Background: an optimization exercise with open tools, aiming at small area, a short achievable clock period and few clock cycles per item. Do not read the settings as production practice. Where RTL was checked, it was by simulation tests only, not by an equivalence proof against the original.

// integer_dct_8x8_2d
module integer_dct_8x8_2d (
  input  logic                                clk,
  input  logic                                rst_n,
  input  logic                                in_valid,
  output logic                                in_stall,
  input  logic [dct2d_pkg::SAMPLE_W-1:0]      in_sample_0,
  input  logic [dct2d_pkg::SAMPLE_W-1:0]      in_sample_1,
  input  logic [dct2d_pkg::SAMPLE_W-1:0]      in_sample_2,
  input  logic [dct2d_pkg::SAMPLE_W-1:0]      in_sample_3,
  input  logic [dct2d_pkg::SAMPLE_W-1:0]      in_sample_4,
  input  logic [dct2d_pkg::SAMPLE_W-1:0]      in_sample_5,
  input  logic [dct2d_pkg::SAMPLE_W-1:0]      in_sample_6,
  input  logic [dct2d_pkg::SAMPLE_W-1:0]      in_sample_7,
  output logic                                out_valid,
  input  logic                                out_stall,
  output logic signed [dct2d_pkg::COEF_W-1:0] out_coef_0,
  output logic signed [dct2d_pkg::COEF_W-1:0] out_coef_1,
  output logic signed [dct2d_pkg::COEF_W-1:0] out_coef_2,
  output logic signed [dct2d_pkg::COEF_W-1:0] out_coef_3,
  output logic signed [dct2d_pkg::COEF_W-1:0] out_coef_4,
  output logic signed [dct2d_pkg::COEF_W-1:0] out_coef_5,
  output logic signed [dct2d_pkg::COEF_W-1:0] out_coef_6,
  output logic signed [dct2d_pkg::COEF_W-1:0] out_coef_7,
  ...
export LEC_CHECK = 0
export ABC_AREA = 1
export CAP_MARGIN = 20
export CORE_MARGIN = 2
export CORE_UTILIZATION = 60
export CTS_CLUSTER_DIAMETER = 60
export CTS_CLUSTER_SIZE = 25
export SETUP_SLACK_MARGIN = 4.3
export SLEW_MARGIN = 20
create_clock -name core_clock -period 7.5 [get_ports {clk}]
run.sh (not shown) runs the stock make flow with config.mk's settings and CLKGATE_MAP_FILE= SYNTH_SCRIPT=/design/flow/synth_recipe.tcl, a recipe that flattens the netlist after the stock synthesis.
The starting point finished with timing, DRC and antenna clean.
Testbench counts at the start, summed over its fixed seeds: cycles 2,208, blocks 256.
Rerun with:
--- a/flow/config.mk
+++ b/flow/config.mk
@@ -8 +7,0 @@
-export ABC_AREA = 1
@@ -11 +10 @@
-export CORE_UTILIZATION = 60
+export CORE_UTILIZATION = 70
@@ -14 +13 @@
-export SETUP_SLACK_MARGIN = 4.3
+export SETUP_SLACK_MARGIN = 3.5
The changed run finished with timing, DRC and antenna clean.
Worst setup slack loses 0.39 ns.
Worst hold slack got worse by 0.010 ns.
Count of clock-buffer cells in the layout went down by 15.
Synthesized area stays flat.
Rerun with:
--- a/flow/config.mk
+++ b/flow/config.mk
@@ -10 +10 @@
-export CORE_UTILIZATION = 70
+export CORE_UTILIZATION = 60
@@ -13 +13 @@
-export SETUP_SLACK_MARGIN = 3.5
+export SETUP_SLACK_MARGIN = 3.9
Result: Final area grows by 3.8%. Wire length is about the same. Non-clock buffer count grows by 138. Via count shrinks by 0.97%. Flip-flop and latch count is unchanged. Maximum frequency grows by 1.8%. Cell count grows by 5.3%. Core utilization shrinks by 8.8 points.
Rerun with:
--- a/flow/config.mk
+++ b/flow/config.mk
@@ -7,0 +8 @@
+export ABC_AREA = 1
@@ -10,4 +11,2 @@
-export CORE_UTILIZATION = 60
-export CTS_CLUSTER_DIAMETER = 60
-export CTS_CLUSTER_SIZE = 25
-export SETUP_SLACK_MARGIN = 3.9
+export CORE_UTILIZATION = 65
+export SETUP_SLACK_MARGIN = 3.5
Synthesized area stays flat.
Utilization rises by 3.6 points.
Non-clock buffer count falls by 189.
Clock skew rises by 0.047 ns.
Routed wire length rises by 5.9%.
Setup slack gains 0.22 ns.
Sequential share of layout area rises by 1.6 points.
Synthesized cell count rises by 19%.
Rerun with:
--- a/flow/config.mk
+++ b/flow/config.mk
@@ -11 +11,3 @@
-export CORE_UTILIZATION = 65
+export CORE_UTILIZATION = 60
+export CTS_CLUSTER_DIAMETER = 60
+export CTS_CLUSTER_SIZE = 25
Area after synthesis is unchanged.
Die area rises by 8.2%.
Critical path depth went up by 1.
Global-route usage came out lower by 3.3 points.
Cell area shrinks by 1.1%.
First-iteration DRC count falls by 19%.

---

== alpha ==
integer_dct_8x8_2d, a different RTL version from the one above (not shown whole).
For scale: roughly 8100 cells after synthesis, ~200 I/O pins, about 93000 sq um of cells after synthesis.
Settings: LEC_CHECK=0, ABC_AREA=1, CAP_MARGIN=20, CORE_MARGIN=2, CORE_UTILIZATION=60, CTS_CLUSTER_DIAMETER=60, CTS_CLUSTER_SIZE=25, SETUP_SLACK_MARGIN=3.7, SLEW_MARGIN=20; clock period 7.5 ns.
Input changes introduced in beta (baseline for comparison: alpha):
-- flow/config.mk --
<<< alpha, line 13
export CTS_CLUSTER_SIZE = 25
export SETUP_SLACK_MARGIN = 3.7
export SLEW_MARGIN = 20
>>> beta, line 13
export CTS_CLUSTER_SIZE = 25
export SETUP_SLACK_MARGIN = 3.95
export SLEW_MARGIN = 20
## What came out
beta: flow completed, timing, DRC and antenna clean
Compared with alpha, beta shows a non-clock buffer count that is 95 higher.
Compared with alpha, in beta wire length of the first global-routing pass shows an increase of 0.83%, proportion of final cell area spent on non-clock buffers shows an increase of 0.76 points.
From beta to alpha, die width did not move at all.
No run of this note included a check of the RTL's function; only the layout flow was run.

---

integer_dct_8x8_2d, a different RTL version from the one above (not shown whole).
Size in the first run: about 8600 cells after synthesis, ~200 I/O pins, roughly 110000 sq um of cells after synthesis.
clock: 7.5 ns
lec_check: 0
cap_margin: 20
core_margin: 2
core_utilization: 50
setup_slack_margin: 0.3
slew_margin: 20
==> next run, changes <==
- ABC_CLOCK_PERIOD_IN_PS: unset -> 3500
- SETUP_SLACK_MARGIN: 0.3 -> 4.0
The changed run ran to the end with no violations. Synthesized cell count does not change. Setup slack improves by 1.0 ns. Global-route usage climbs by 2.5 points. First-iteration DRC count climbs by 8.5%. Non-clock buffer count climbs by 946. Fmax climbs by 19%. Hold slack improves by 0.010 ns. Wire length climbs by 14%. Sequential cell count stays the same. Cell area climbs by 17%. Via count climbs by 9.5%.
Function was not checked in any run of this note: the RTL went through the layout flow alone.

---

RTL: one of the versions met above, not the one the previous note started from.
Size: roughly 7700 cells after synthesis, roughly 1800 flip-flops, roughly 200 I/O pins, roughly 90000 um^2 of cells after synthesis.
==> flow/design.v (excerpt) <==
module integer_dct_8x8_2d (
  input  logic                                clk,
  input  logic                                rst_n,
  input  logic                                in_valid,
  output logic                                in_stall,
  input  logic [dct2d_pkg::SAMPLE_W-1:0]      in_sample_0,
  input  logic [dct2d_pkg::SAMPLE_W-1:0]      in_sample_1,
  input  logic [dct2d_pkg::SAMPLE_W-1:0]      in_sample_2,
  input  logic [dct2d_pkg::SAMPLE_W-1:0]      in_sample_3,
  input  logic [dct2d_pkg::SAMPLE_W-1:0]      in_sample_4,
  input  logic [dct2d_pkg::SAMPLE_W-1:0]      in_sample_5,
  input  logic [dct2d_pkg::SAMPLE_W-1:0]      in_sample_6,
  input  logic [dct2d_pkg::SAMPLE_W-1:0]      in_sample_7,
  output logic                                out_valid,
  input  logic                                out_stall,
  output logic signed [dct2d_pkg::COEF_W-1:0] out_coef_0,
  output logic signed [dct2d_pkg::COEF_W-1:0] out_coef_1,
  output logic signed [dct2d_pkg::COEF_W-1:0] out_coef_2,
  output logic signed [dct2d_pkg::COEF_W-1:0] out_coef_3,
  output logic signed [dct2d_pkg::COEF_W-1:0] out_coef_4,
  output logic signed [dct2d_pkg::COEF_W-1:0] out_coef_5,
  output logic signed [dct2d_pkg::COEF_W-1:0] out_coef_6,
  output logic signed [dct2d_pkg::COEF_W-1:0] out_coef_7,
  output logic                                out_last_row
);
clock: 7.5 ns
lec_check: 0
abc_area: 1
cap_margin: 20
core_margin: 2
core_utilization: 60
cts_cluster_diameter: 60
cts_cluster_size: 25
setup_slack_margin: 3.9
slew_margin: 20
Testbench counts at the start, summed over its fixed seeds: cycles 2,208, blocks 256.
Edit:
--- a/flow/config.mk
+++ b/flow/config.mk
@@ -8 +7,0 @@
-export ABC_AREA = 1
@@ -12,3 +11 @@
-export CTS_CLUSTER_DIAMETER = 60
-export CTS_CLUSTER_SIZE = 25
-export SETUP_SLACK_MARGIN = 3.9
+export SETUP_SLACK_MARGIN = 3.6
The new run passed the timing, DRC and antenna checks.
Final area is higher by about 0.6%.
Sequential share of layout area is lower by 0.28 points.
Worst hold slack is worse by 0.0090 ns.
Die area is about the same.
Via count is lower by 8.5%.
Worst setup slack is worse by 0.31 ns.
Maximum frequency is lower by 7.7%.
Count of clock-buffer cells in the layout is higher by 79.

---

try-onyx:
Another version of the RTL of integer_dct_8x8_2d (not shown whole).
For scale: about 7400 cells after synthesis, about 200 I/O pins, roughly 89000 um2 of cells after synthesis.
Settings: LEC_CHECK=0, ABC_AREA=1, CAP_MARGIN=20, CORE_MARGIN=2, CORE_UTILIZATION=60, CTS_CLUSTER_DIAMETER=60, CTS_CLUSTER_SIZE=25, SETUP_SLACK_MARGIN=3.7, SLEW_MARGIN=20, TNS_END_PERCENT=5; clock period 7.5 ns.
Testbench counts of try-onyx, summed over its fixed seeds: cycles 2,208, blocks 256.
Setup changes, try-onyx to try-maple
Settings: changing CORE_UTILIZATION from 60 to 65; removing TNS_END_PERCENT (formerly 5); changing CTS_CLUSTER_DIAMETER from 60 to 80; changing CTS_CLUSTER_SIZE from 25 to 30; changing SETUP_SLACK_MARGIN from 3.7 to 3.8.
==> run summary <==
- Routed wire length for try-maple is higher than for try-onyx.
- try-maple — via count 1125 higher, try-onyx as reference
- Relative to try-onyx, logic depth of the worst register-to-register path increased by 1 in try-maple.
- Start point of the critical path: u_rp.sd0[17] -> try-maple, u_rp.sd3d[15] -> try-onyx
What try-quartz does differently from try-maple at the input level:
Settings: setting TNS_END_PERCENT to 5 for the first time; changing CTS_CLUSTER_SIZE from 30 to 25; changing CTS_CLUSTER_DIAMETER from 80 to 60; changing CORE_UTILIZATION from 65 to 60.
[summary]
- Diff try-maple -> try-quartz: maximum level of the CTS H-tree picked up an extra 1; core area climbed 8.6%; fmax higher; post-placement cell count shows an increase of about 1.6%.
- Total non-filler cell area in the finished layout: try-quartz vs try-maple, no meaningful difference
- Looking at top routing layer in use, the met5 result is from try-quartz; the met4 one comes from try-maple.
- try-maple and try-quartz ended up with nearly the same number of multi-input combinational cells in the layout.
- Number of filler instances in the final layout (try-maple / try-quartz): 0.828
- The final reports for try-quartz and try-maple show relative max-transition margin higher in the former.
- Diff try-maple -> try-quartz | worst setup slack | increase of 0.051 ns
- The final reports for try-quartz and try-maple show initial antenna violation count lower in the former.
For try-delta, these inputs were changed with respect to try-quartz:
Settings: swapping 3.8 for 3.75 in SETUP_SLACK_MARGIN; swapping 25 for 20 in CTS_CLUSTER_SIZE; clearing TNS_END_PERCENT, which used to be 5; swapping 60 for 58 in CORE_UTILIZATION; swapping 60 for 50 in CTS_CLUSTER_DIAMETER.
Results
Highest routing layer actually used = met4: try-delta; highest routing layer actually used = met5: try-quartz
Any difference in count of multi-input combinational gates between try-delta and try-quartz is small enough to ignore.
The lower clock-buffer cell count came out of try-quartz.
Count of non-CTS buffers in the layout sits higher in try-delta than in try-quartz.
When try-delta is set beside try-quartz, its full die area turns out to be 3.4% larger.
Delta (try-delta minus try-quartz): share of the cycle needed by the critical path after routing lower, cell depth of the worst min-delay path level, iteration count of the initial detailed-routing pass stayed essentially flat.
Going from try-quartz to try-delta, wire length of the first global-routing pass shrank slightly.
In the flow results for try-quartz and try-delta, the final cell count is larger on try-delta.
## Diff of input files: try-harbor against try-delta
Settings: CTS_CLUSTER_SIZE now 25, was 20; CTS_CLUSTER_DIAMETER now 60, was 50; CORE_UTILIZATION now 60, was 58; SETUP_SLACK_MARGIN now 3.7, was 3.75.
### Flow results
try-harbor finished all stages; the layout is clean. [compare] base=try-delta new=try-harbor: number of iterations in the first detailed-routing pass rose by 1; post-route minimum period fell by 0.0092 ns.

-- re-timing with driven ports --
No port has a modelled driver above. Below, the same layouts with a new extraction and two added sets of constraints. Step 1: set_driving_cell puts a clkbuf_16 on clk and a buf_2 on each other input, an assumption about the parent block. Step 2 also shifts input and output timing later by t, the mid clock arrival at the registers, as if the neighbouring blocks saw the same clock. a / b / c = no drivers / after step 1 / after step 2; a / b = the first two.
run | t (ns) | setup slack, ns | latest minus earliest clock arrival (ns) | worst register clock-pin slew, ns | worst data-port slew with drivers (ns)
the first run of note 1 | 0.881 | 3.705 / 3.705 / 3.705 | 0.045 / 0.045 | 0.09 / 0.09 | 0.09
the second run of note 1 | 0.827 | 3.315 / 3.315 / 3.315 | 0.050 / 0.049 | 0.10 / 0.10 | 0.05
the third run of note 1 | 0.881 | 3.387 / 3.387 / 3.387 | 0.039 / 0.038 | 0.09 / 0.09 | 0.08
the fourth run of note 1 | 0.893 | 3.609 / 3.609 / 3.609 | 0.083 / 0.083 | 0.07 / 0.07 | 0.09
the fifth run of note 1 | 0.873 | 3.630 / 3.630 / 3.630 | 0.047 / 0.047 | 0.09 / 0.09 | 0.09
alpha | 0.863 | 3.795 / 3.795 / 3.004 | 0.055 / 0.054 | 0.10 / 0.10 | 0.06
beta | 0.867 | 3.849 / 3.849 / 3.211 | 0.055 / 0.055 | 0.10 / 0.10 | 0.06
the first run of note 3 | 0.902 | 1.319 / 1.319 / 1.319 | 0.059 / 0.058 | 0.07 / 0.07 | 0.04
the second run of note 3 | 0.916 | 2.320 / 2.320 / 2.320 | 0.070 / 0.071 | 0.07 / 0.07 | 0.06
the first run of note 4 | 0.878 | 3.747 / 3.747 / 3.747 | 0.046 / 0.046 | 0.09 / 0.09 | 0.09
the second run of note 4 | 0.887 | 3.435 / 3.435 / 3.435 | 0.053 / 0.053 | 0.07 / 0.07 | 0.09
try-onyx | 0.849 | 3.611 / 3.611 / 3.013 | 0.037 / 0.037 | 0.09 / 0.09 | 0.06
try-maple | 0.822 | 3.617 / 3.617 / 3.145 | 0.036 / 0.036 | 0.11 / 0.11 | 0.06
try-quartz | 0.849 | 3.668 / 3.668 / 3.056 | 0.039 / 0.039 | 0.09 / 0.09 | 0.06
try-delta | 0.875 | 3.683 / 3.683 / 3.112 | 0.054 / 0.055 | 0.08 / 0.08 | 0.06
try-harbor | 0.845 | 3.692 / 3.692 / 3.117 | 0.058 / 0.058 | 0.09 / 0.09 | 0.06
After both steps setup and hold are still met in every run listed. The setup slack of alpha, which loses most, moves by 0.000 ns with the drivers and by -0.791 ns with both steps.
